What follows belongs to an exercise in optimizing a design on an open flow for small area, a short achievable clock period and few clock cycles; a production flow would make more cautious choices.
Only simulation tests tie the RTL to the original design; equivalence was not proved.
Power is estimated from default activity; no workload was simulated.

==> trial 70: inputs <==
==> flow/design.v <==
`default_nettype none
package sort_pkg;
  localparam int DATA_W = 32;
  localparam int IDX_W  = 16;
  localparam logic [1:0] REG_GO    = 2'd0;
  localparam logic [1:0] REG_BASE  = 2'd1;
  localparam logic [1:0] REG_SIZE  = 2'd2;
  localparam logic [1:0] REG_STACK = 2'd3;
endpackage
`default_nettype wire
`timescale 1ns/100ps
`default_nettype none
module sort_xcel_regs (
  input  wire logic                        clk,
  input  wire logic                        xcel_req_val_i,
  output logic                             xcel_req_rdy_o,
  input  wire logic                        xcel_req_write_i,
  input  wire logic [1:0]                  xcel_req_addr_i,
  input  wire logic [sort_pkg::DATA_W-1:0] xcel_req_data_i,
  output logic                             xcel_resp_val_o,
  input  wire logic                        xcel_resp_rdy_i,
  output logic [sort_pkg::DATA_W-1:0]      xcel_resp_data_o,
  input  wire logic                        busy_i,
  output logic                             go_o,
  output logic [29:0]                      base_o,    
  output logic [sort_pkg::IDX_W-1:0]       size_o,
  output logic [29:0]                      stack_o    
);
  logic wr_xfer;
  assign xcel_req_rdy_o   = !busy_i && xcel_resp_rdy_i;
  assign xcel_resp_val_o  = xcel_req_val_i && !busy_i;
  assign xcel_resp_data_o = {{(sort_pkg::DATA_W-1){1'b0}}, !xcel_req_write_i};
  assign wr_xfer          = xcel_req_val_i && xcel_req_rdy_o && xcel_req_write_i;
  assign go_o             = wr_xfer && (xcel_req_addr_i == sort_pkg::REG_GO);
  always_ff @(posedge clk) begin
    if (wr_xfer) begin
      case (xcel_req_addr_i)
        sort_pkg::REG_BASE:  base_o  <= xcel_req_data_i[31:2];
        sort_pkg::REG_SIZE:  size_o  <= xcel_req_data_i[sort_pkg::IDX_W-1:0];
        sort_pkg::REG_STACK: stack_o <= xcel_req_data_i[31:2];
        default: ;
      endcase
    end
  end
endmodule
`default_nettype wire
`timescale 1ns/100ps
`default_nettype none
module sort_xcel (
  input  wire logic                        clk,
  input  wire logic                        reset,
  input  wire logic                        xcel_req_val_i,
  output logic                             xcel_req_rdy_o,
  input  wire logic                        xcel_req_write_i,
  input  wire logic [1:0]                  xcel_req_addr_i,
  input  wire logic [sort_pkg::DATA_W-1:0] xcel_req_data_i,
  output logic                             xcel_resp_val_o,
  input  wire logic                        xcel_resp_rdy_i,
  output logic [sort_pkg::DATA_W-1:0]      xcel_resp_data_o,
  output logic                             mem_req_val_o,
  input  wire logic                        mem_req_rdy_i,
  output logic                             mem_req_write_o,
  output logic [sort_pkg::DATA_W-1:0]      mem_req_addr_o,
  output logic [sort_pkg::DATA_W-1:0]      mem_req_data_o,
  input  wire logic                        mem_resp_val_i,
  output logic                             mem_resp_rdy_o,
  input  wire logic                        mem_resp_write_i,
  input  wire logic [sort_pkg::DATA_W-1:0] mem_resp_data_i
);
  localparam int DW = sort_pkg::DATA_W;
  localparam int IW = sort_pkg::IDX_W;
  logic          busy, go;
  logic [29:0]   base_w, stack_w;
  logic [IW-1:0] n;
  sort_xcel_regs i_regs (
    .clk,
    .xcel_req_val_i, .xcel_req_rdy_o, .xcel_req_write_i, .xcel_req_addr_i,
    .xcel_req_data_i, .xcel_resp_val_o, .xcel_resp_rdy_i, .xcel_resp_data_o,
    .busy_i(busy), .go_o(go), .base_o(base_w), .size_o(n), .stack_o(stack_w)
  );
  function automatic logic [16:0] add16(input logic [15:0] a, input logic [15:0] b);
    logic [15:0] p, g, pp, gg;
    p = a ^ b;
    g = a & b;
    pp = p;
    gg = g;
    for (int d = 1; d < 16; d = d * 2) begin
      for (int i = 15; i >= d; i--) begin
        gg[i] = gg[i] | (pp[i] & gg[i-d]);
        pp[i] = pp[i] & pp[i-d];
      end
    end
    add16 = {gg[15], p ^ {gg[14:0], 1'b0}};
  endfunction
  logic [IW+1:0] w;           
  logic          pre;         
  logic          src_arr;     
  logic          dst_arr;     
  logic          all_done;
  logic          first_odd;   
  assign all_done = pre ? (n <= 16'd1) : ({2'b0, n} <= w);
  assign first_odd = !((n > 16'd8) ^ (n > 16'd32) ^ (n > 16'd128) ^ (n > 16'd512) ^
                       (n > 16'd2048) ^ (n > 16'd8192) ^ (n > 16'd32768));
  logic [IW-1:0]      lo;       
  logic [3:0][IW-1:0] o, oi;    
  logic [3:0][IW-1:0] ra;       
  logic [3:0][IW:0]   kw;       
  logic [3:0]         ract;     
  logic [3:0]         left;     
  logic [3:0]         lastr;    
  logic               need_desc;  
  logic [IW+2:0]      lo_nx;
  logic               rd_last;  
  logic               rd_done;
  logic [IW+1:0]      rw_w;     
  assign rw_w  = pre ? {{IW{1'b0}}, 2'b10} : w;
  assign kw[0] = '0;
  assign kw[1] = rw_w[IW:0];
  assign kw[2] = {rw_w[IW-1:0], 1'b0};
  assign kw[3] = rw_w[IW:0] | {rw_w[IW-1:0], 1'b0};
  always_comb begin
    for (int k = 0; k < 4; k++) begin
      oi[k]    = o[k] + 1'b1;
      ra[k]    = lo | kw[k][IW-1:0] | o[k];
      ract[k]  = (({1'b0, lo} | kw[k]) < {1'b0, n});
      lastr[k] = (|(oi[k] & rw_w[IW-1:0])) || ((lo | kw[k][IW-1:0] | oi[k]) == n);
    end
  end
  assign lo_nx   = {3'b0, lo} + {rw_w, 2'b00};
  always_ff @(posedge clk) rd_last <= (lo_nx >= {3'b0, n});
  assign rd_done = !(|left) && !need_desc;
  logic [3:0][DW-1:0] hd, xd, hd_d, xd_d;
  logic [3:0]         hv, hl, xv, xl, hv_d, hl_d, xv_d, xl_d;
  logic [3:0][1:0]    occ;      
  logic [3:0][3:0]    gt;       
  logic [3:0]         ltx;      
  logic               rlt;      
  logic [3:0]         swap;
  logic [3:0]         done;
  logic [3:0][2:0] tq;
  logic [2:0]      tq_h;
  logic [1:0]      trp, twp;
  logic [2:0]      tcnt;
  logic            rsp;
  logic [3:0]      push;
  logic [2:0]      tnew;
  assign rsp  = mem_resp_val_i && !mem_resp_write_i;
  assign tq_h = tq[trp];
  always_comb for (int k = 0; k < 4; k++) push[k] = rsp && (tq_h[2:1] == k);
  logic [1:0][1:0] mq;
  logic            mpush;
  logic [1:0]      mval;
  logic [1:0]      mcnt;
  logic [3:0]      act;
  logic [3:0] live, done_n;
  logic [1:0] mq0_n;
  logic       mact_n;
  always_comb begin
    mact_n = merge_end ? (mcnt == 2'd2 || mpush) : (mcnt != 2'd0 || mpush);
    mq0_n  = merge_end ? ((mcnt == 2'd2) ? mq[1] : mval) : ((mcnt == 2'd0) ? mval : mq[0]);
    done_n = merge_end ? 4'b0 : (done | fin);
    for (int k = 0; k < 4; k++) act[k] = mact_n && (k <= mq0_n);
  end
  assign rlt = mem_resp_data_i < hd[tq_h[2:1]];
  logic          pwv;         
  logic [DW-1:0] pwd;
  logic [IW-1:0] wp;          
  logic [3:0]    hs_rsp, xs_rsp;
  logic [3:0]    ready;        
  logic [3:0]    ltx_d, ready_d;
  logic [3:0]    win, pop, fin, ht_x, ht_rsp, xt_rsp;
  logic          all_ready, pop_any, merge_end;
  always_comb begin
    for (int k = 0; k < 4; k++) begin
      swap[k]  = pre && hv[k] && !hl[k] && xv[k] && ltx[k];
    end
    all_ready = 1'b1;
    for (int k = 0; k < 4; k++) if (live[k] && !ready[k]) all_ready = 1'b0;
    for (int k = 0; k < 4; k++) begin
      win[k] = live[k];
      for (int j = 0; j < 4; j++) begin
        if (j > k && live[j] &&  gt[k][j]) win[k] = 1'b0;
        if (j < k && live[j] && !gt[j][k]) win[k] = 1'b0;
      end
    end
    pop_any   = busy && !pwv && all_ready && (|live);
    merge_end = 1'b0;
    for (int k = 0; k < 4; k++) begin
      pop[k] = pop_any && win[k];
      fin[k] = pop[k] && hl[k];
      if (fin[k] && ((live & ~(4'b1 << k)) == 4'b0)) merge_end = 1'b1;
    end
  end
  always_comb begin
    for (int k = 0; k < 4; k++) begin
      ht_x[k]   = (pop[k] && xv[k]) || swap[k];
      ht_rsp[k] = push[k] && (pop[k] ? !xv[k] : !hv[k]);
      xt_rsp[k] = push[k] && !ht_rsp[k];
      hs_rsp[k] = (tq_h[2:1] == k) && (pop[k] ? !xv[k] : !hv[k]);
      xs_rsp[k] = (tq_h[2:1] == k) && (pop[k] ? xv[k] : (hv[k] && !xv[k]));
      hd_d[k] = hs_rsp[k] ? mem_resp_data_i : ht_x[k] ? xd[k] : hd[k];
      hl_d[k] = ht_rsp[k] ? tq_h[0] : (pop[k] && xv[k]) ? xl[k] : hl[k];
      hv_d[k] = ht_rsp[k] || (pop[k] ? xv[k] : hv[k]);
      xd_d[k] = xs_rsp[k] ? mem_resp_data_i : swap[k] ? hd[k] : xd[k];
      xl_d[k] = xt_rsp[k] ? tq_h[0] : xl[k];
      xv_d[k] = xt_rsp[k] || (xv[k] && !pop[k]);
      ltx_d[k] = xt_rsp[k] ? rlt : swap[k] ? 1'b0 : ltx[k];
      ready_d[k] = hv_d[k] && (!pre || hl_d[k] || (xv_d[k] && !ltx_d[k]));
    end
  end
  logic          rv, rwr;
  logic [29:0]   raddr;
  logic [DW-1:0] rdata;
  logic          rfree, iss_w, iss_r, rd_any;
  logic [3:0]    fb, sel, iss;
  logic [3:0]    popl;
  assign rfree = !rv || mem_req_rdy_i;
  always_comb begin
    logic found;
    found = 1'b0;
    for (int k = 0; k < 4; k++) begin
      fb[k] = 1'b0;
      if (!found && left[k] && !occ[k][1]) begin
        fb[k] = 1'b1;
        found = 1'b1;
      end
    end
    popl = pop & left;
    sel  = (|popl) ? popl : fb;
  end
  assign rd_any = (|sel) && (tcnt != 3'd4);
  assign iss_w  = rfree && pwv;
  assign iss_r  = busy && !all_done && rfree && !pwv && rd_any;
  assign iss    = iss_r ? sel : 4'b0;
  logic [29:0]   rbase, addr;
  logic [IW-1:0] ridx, rsel;
  logic [13:0]   rhi1;
  logic [16:0]   rlo;
  always_comb begin
    rsel = '0;
    for (int k = 0; k < 4; k++) if (sel[k]) rsel = rsel | ra[k];
    tnew = '0;
    for (int k = 0; k < 4; k++) if (sel[k]) tnew = tnew | {k[1:0], lastr[k]};
  end
  assign rbase = (pwv ? dst_arr : src_arr) ? base_w : stack_w;
  assign ridx  = pwv ? wp : rsel;
  assign rhi1  = rbase[29:16] + 1'b1;
  assign rlo   = add16(rbase[15:0], ridx);
  assign addr  = {rlo[16] ? rhi1 : rbase[29:16], rlo[15:0]};
  assign mem_req_val_o   = rv;
  assign mem_req_write_o = rwr;
  assign mem_req_addr_o  = {raddr, 2'b00};
  assign mem_req_data_o  = rdata;
  assign mem_resp_rdy_o  = 1'b1;
  logic pass_end, advance;
  assign pass_end = busy && !all_done && rd_done && rd_last && (wp == n);
  assign advance  = busy && !all_done && rd_done && !rd_last;
  always_ff @(posedge clk) begin
    if (reset) begin
      busy  <= 1'b0;
      rv    <= 1'b0;
      pwv   <= 1'b0;
      occ   <= '0;
      tcnt  <= '0;
      twp   <= '0;
      trp   <= '0;
      hv    <= '0;
      xv    <= '0;
      done  <= '0;
      live  <= '0;
      ready <= '0;
      mcnt  <= '0;
    end else begin
      hv <= hv_d;
      ready <= ready_d;
      xv <= xv_d;
      for (int k = 0; k < 4; k++) occ[k] <= occ[k] + iss[k] - pop[k];
      tcnt <= tcnt + iss_r - rsp;
      if (iss_r) twp <= twp + 1'b1;
      if (rsp)   trp <= trp + 1'b1;
      done <= done_n;
      live <= act & ~done_n;
      if (pop_any)    pwv <= 1'b1;
      else if (iss_w) pwv <= 1'b0;
      if (rfree) rv <= iss_w || iss_r;
      if (go) begin
        busy <= 1'b1;
      end else if (busy && all_done && !pwv && rfree) begin
        busy <= 1'b0;
      end
      mcnt <= mcnt + mpush - merge_end;
    end
  end
  assign mpush = busy && !all_done && need_desc && (mcnt != 2'd2);
  assign mval  = ract[3] ? 2'd3 : ract[2] ? 2'd2 : ract[1] ? 2'd1 : 2'd0;
  always_ff @(posedge clk) begin
    if (merge_end) mq[0] <= mq[1];
    if (mpush) mq[mcnt[0] ^ merge_end] <= mval;
  end
  always_ff @(posedge clk) begin
    if (iss_r) tq[twp] <= tnew;
  end
  always_ff @(posedge clk) begin
    hd <= hd_d;
    xd <= xd_d;
    hl <= hl_d;
    xl <= xl_d;
    for (int k = 0; k < 4; k++) begin
      ltx[k] <= ltx_d[k];
      for (int j = 0; j < 4; j++) gt[k][j] <= (j > k) && (hd_d[j] < hd_d[k]);
    end
    for (int k = 0; k < 4; k++) if (pop[k]) pwd <= hd[k];
    if (rfree) begin
      rwr   <= iss_w;
      raddr <= addr;
      rdata <= pwd;
    end
    if (go) begin
      w       <= {{(IW-2){1'b0}}, 4'b1000};
      pre     <= 1'b1;
      src_arr <= 1'b1;
      dst_arr <= first_odd;
      lo      <= '0;
      o       <= '0;
      left    <= '0;
      need_desc <= 1'b1;
      wp      <= '0;
    end else if (pass_end) begin
      if (!pre) w <= {w[IW-1:0], 2'b00};
      pre     <= 1'b0;
      src_arr <= dst_arr;
      dst_arr <= !dst_arr;
      lo      <= '0;
      o       <= '0;
      left    <= '0;
      need_desc <= 1'b1;
      wp      <= '0;
    end else begin
      if (iss_w) wp <= wp + 1'b1;
      for (int k = 0; k < 4; k++) if (iss[k]) o[k] <= oi[k];
      if (mpush) need_desc <= 1'b0;
      if (mpush) left <= ract;
      else for (int k = 0; k < 4; k++) if (iss[k]) left[k] <= !lastr[k];
      if (advance) begin
        lo        <= lo_nx[IW-1:0];
        o         <= '0;
        need_desc <= 1'b1;
      end
    end
  end
endmodule
`default_nettype wire
==> flow/run.sh <==
#!/bin/bash
# synth_recipe.tcl (not shown) runs the flow's synth.tcl, then flattens the netlist and writes it again
# the make line also repeats each setting of config.mk as NAME=value (left out here)
make -C /OpenROAD-flow-scripts/flow DESIGN_CONFIG=/design/flow/config.mk WORK_HOME=/design/flow/orfs CLKGATE_MAP_FILE= SYNTH_SCRIPT=/design/flow/synth_recipe.tcl finish
==> flow/config.mk <==
export PLATFORM = sky130hd
export DESIGN_NAME = sort_xcel
export DESIGN_NICKNAME = sort_xcel
export VERILOG_FILES = /design/flow/design.v
export SDC_FILE = /design/flow/constraint.sdc
export NUM_CORES = 4
export LEC_CHECK = 0
export ABC_AREA = 1
export CAP_MARGIN = 20
export CORE_MARGIN = 2
export CORE_UTILIZATION = 45
export SETUP_SLACK_MARGIN = 4.7
export SLEW_MARGIN = 20
==> flow/constraint.sdc <==
create_clock -name core_clock -period 9.0 [get_ports {clk}]
set_input_delay 1.8000 -clock core_clock [delete_from_list [all_inputs] [get_ports {clk}]]
set_output_delay 1.8000 -clock core_clock [all_outputs]
set_load 0.01 [all_outputs]
==> build 20: changes against trial 70 <==
--- a/flow/design.v
+++ b/flow/design.v
@@ -129,3 +129,3 @@
   assign lo_nx   = {3'b0, lo} + {rw_w, 2'b00};
-  always_ff @(posedge clk) rd_last <= (lo_nx >= {3'b0, n});
+  assign rd_last = (lo_nx >= {3'b0, n});
   assign rd_done = !(|left) && !need_desc;
@@ -167,6 +167,3 @@
   logic [IW-1:0] wp;          
-  logic [3:0]    hs_rsp, xs_rsp;
-  logic [3:0]    ready;        
-  logic [3:0]    ltx_d, ready_d;
-  logic [3:0]    win, pop, fin, ht_x, ht_rsp, xt_rsp;
+  logic [3:0]    ready, win, pop, fin, ht_x, ht_rsp, xt_rsp;
   logic          all_ready, pop_any, merge_end;
@@ -175,2 +172,3 @@
       swap[k]  = pre && hv[k] && !hl[k] && xv[k] && ltx[k];
+      ready[k] = hv[k] && (!pre || hl[k] || (xv[k] && !ltx[k]));
     end
@@ -198,12 +196,8 @@
       xt_rsp[k] = push[k] && !ht_rsp[k];
-      hs_rsp[k] = (tq_h[2:1] == k) && (pop[k] ? !xv[k] : !hv[k]);
-      xs_rsp[k] = (tq_h[2:1] == k) && (pop[k] ? xv[k] : (hv[k] && !xv[k]));
-      hd_d[k] = hs_rsp[k] ? mem_resp_data_i : ht_x[k] ? xd[k] : hd[k];
+      hd_d[k] = ht_rsp[k] ? mem_resp_data_i : ht_x[k] ? xd[k] : hd[k];
       hl_d[k] = ht_rsp[k] ? tq_h[0] : (pop[k] && xv[k]) ? xl[k] : hl[k];
       hv_d[k] = ht_rsp[k] || (pop[k] ? xv[k] : hv[k]);
-      xd_d[k] = xs_rsp[k] ? mem_resp_data_i : swap[k] ? hd[k] : xd[k];
+      xd_d[k] = xt_rsp[k] ? mem_resp_data_i : swap[k] ? hd[k] : xd[k];
       xl_d[k] = xt_rsp[k] ? tq_h[0] : xl[k];
       xv_d[k] = xt_rsp[k] || (xv[k] && !pop[k]);
-      ltx_d[k] = xt_rsp[k] ? rlt : swap[k] ? 1'b0 : ltx[k];
-      ready_d[k] = hv_d[k] && (!pre || hl_d[k] || (xv_d[k] && !ltx_d[k]));
     end
@@ -270,3 +264,2 @@
       live  <= '0;
-      ready <= '0;
       mcnt  <= '0;
@@ -274,3 +267,2 @@
       hv <= hv_d;
-      ready <= ready_d;
       xv <= xv_d;
@@ -308,3 +300,4 @@
     for (int k = 0; k < 4; k++) begin
-      ltx[k] <= ltx_d[k];
+      if (xt_rsp[k])    ltx[k] <= rlt;
+      else if (swap[k]) ltx[k] <= 1'b0;
       for (int j = 0; j < 4; j++) gt[k][j] <= (j > k) && (hd_d[j] < hd_d[k]);
CORE_UTILIZATION = 40   (was 45)
==> notes <==
- Against trial 70, the via count of build 20 is larger by about 3%.
- Of trial 70 and build 20, build 20 has the higher routed wire length (gap about 4.6%, measured against build 20).
- Trial 70 completed with no timing, DRC or antenna violations. Build 20 completed without violations.
- Against trial 70, the clock skew of build 20 is higher by 0.0018 ns.
- In build 20 the maximum frequency is smaller than in trial 70, by about 9%.
- In clock power, build 20 and trial 70 hardly differ.
- Against build 20, the cell area of trial 70 is smaller by 5.7%.
==> figures <==
|  | build 20 | trial 70 |
|---|---|---|
| Outcome | complete, no violations | complete, no violations |
| Highest routing layer actually used | met4 | met5 |
| Total non-filler cell area in the finished layout | 45,800 um2 | 43,200 um2 |
| Utilization of the core after routing | 50.1% | 52.5% |
| Post-route insts no fill | 6,170 | 5,944 |
| DR pass1 iterations | 6 | 10 |
| Area of the multi-input gates | 20,600 um2 | 19,500 um2 |
| Largest net degree at the start of global routing | 69 | 67 |
| Multi-input gates | 3,307 | 3,336 |
| Layout overhead on the synthesized area | 24.4% | 15.1% |
| Count of filler cells inserted in the layout | 8,696 | 7,841 |
| Die X-Extent | 307 um | 293 um |
| Post-synthesis sequential element count | 606 | 611 |
| Inserted Diodes | 2 | 0 |
Testbench counts of trial 70, summed over its fixed seeds: cycles 88,745.
Testbench counts of build 20, summed over its fixed seeds: cycles 88,745.

## what the ideal ports hide
The flow's constraints put no driver on any port. The routed layouts listed below were extracted and timed again, unchanged, in two steps.
Step 1 (the two cells are an assumption about what drives the block):
set clk [get_ports {clk}]
set_driving_cell -lib_cell sky130_fd_sc_hd__clkbuf_16 $clk
set_driving_cell -lib_cell sky130_fd_sc_hd__buf_2 [delete_from_list [all_inputs] $clk]
Step 2 also shifts input and output timing later by t, the mid clock arrival at the registers, as if the neighbouring blocks saw the same clock.
Slacks: ideal ports / drivers / drivers and shift; pairs: ideal ports / drivers.
| run | shift t [ns] | setup slack, ns | worst hold slack (ns) | slew at the worst register clock pin (ns) |
|---|---|---|---|---|
| trial 70 | 0.689 | 4.834 / 4.816 / 4.405 | 0.417 / 0.417 / 0.417 | 0.07 / 0.07 |
| build 20 | 0.702 | 4.399 / 4.399 / 3.988 | 0.417 / 0.417 / 0.417 | 0.06 / 0.06 |
After both steps every run listed still meets setup and hold. For trial 70, which loses most, drivers alone change the setup slack by -0.018 ns; drivers and shift together by -0.429 ns.
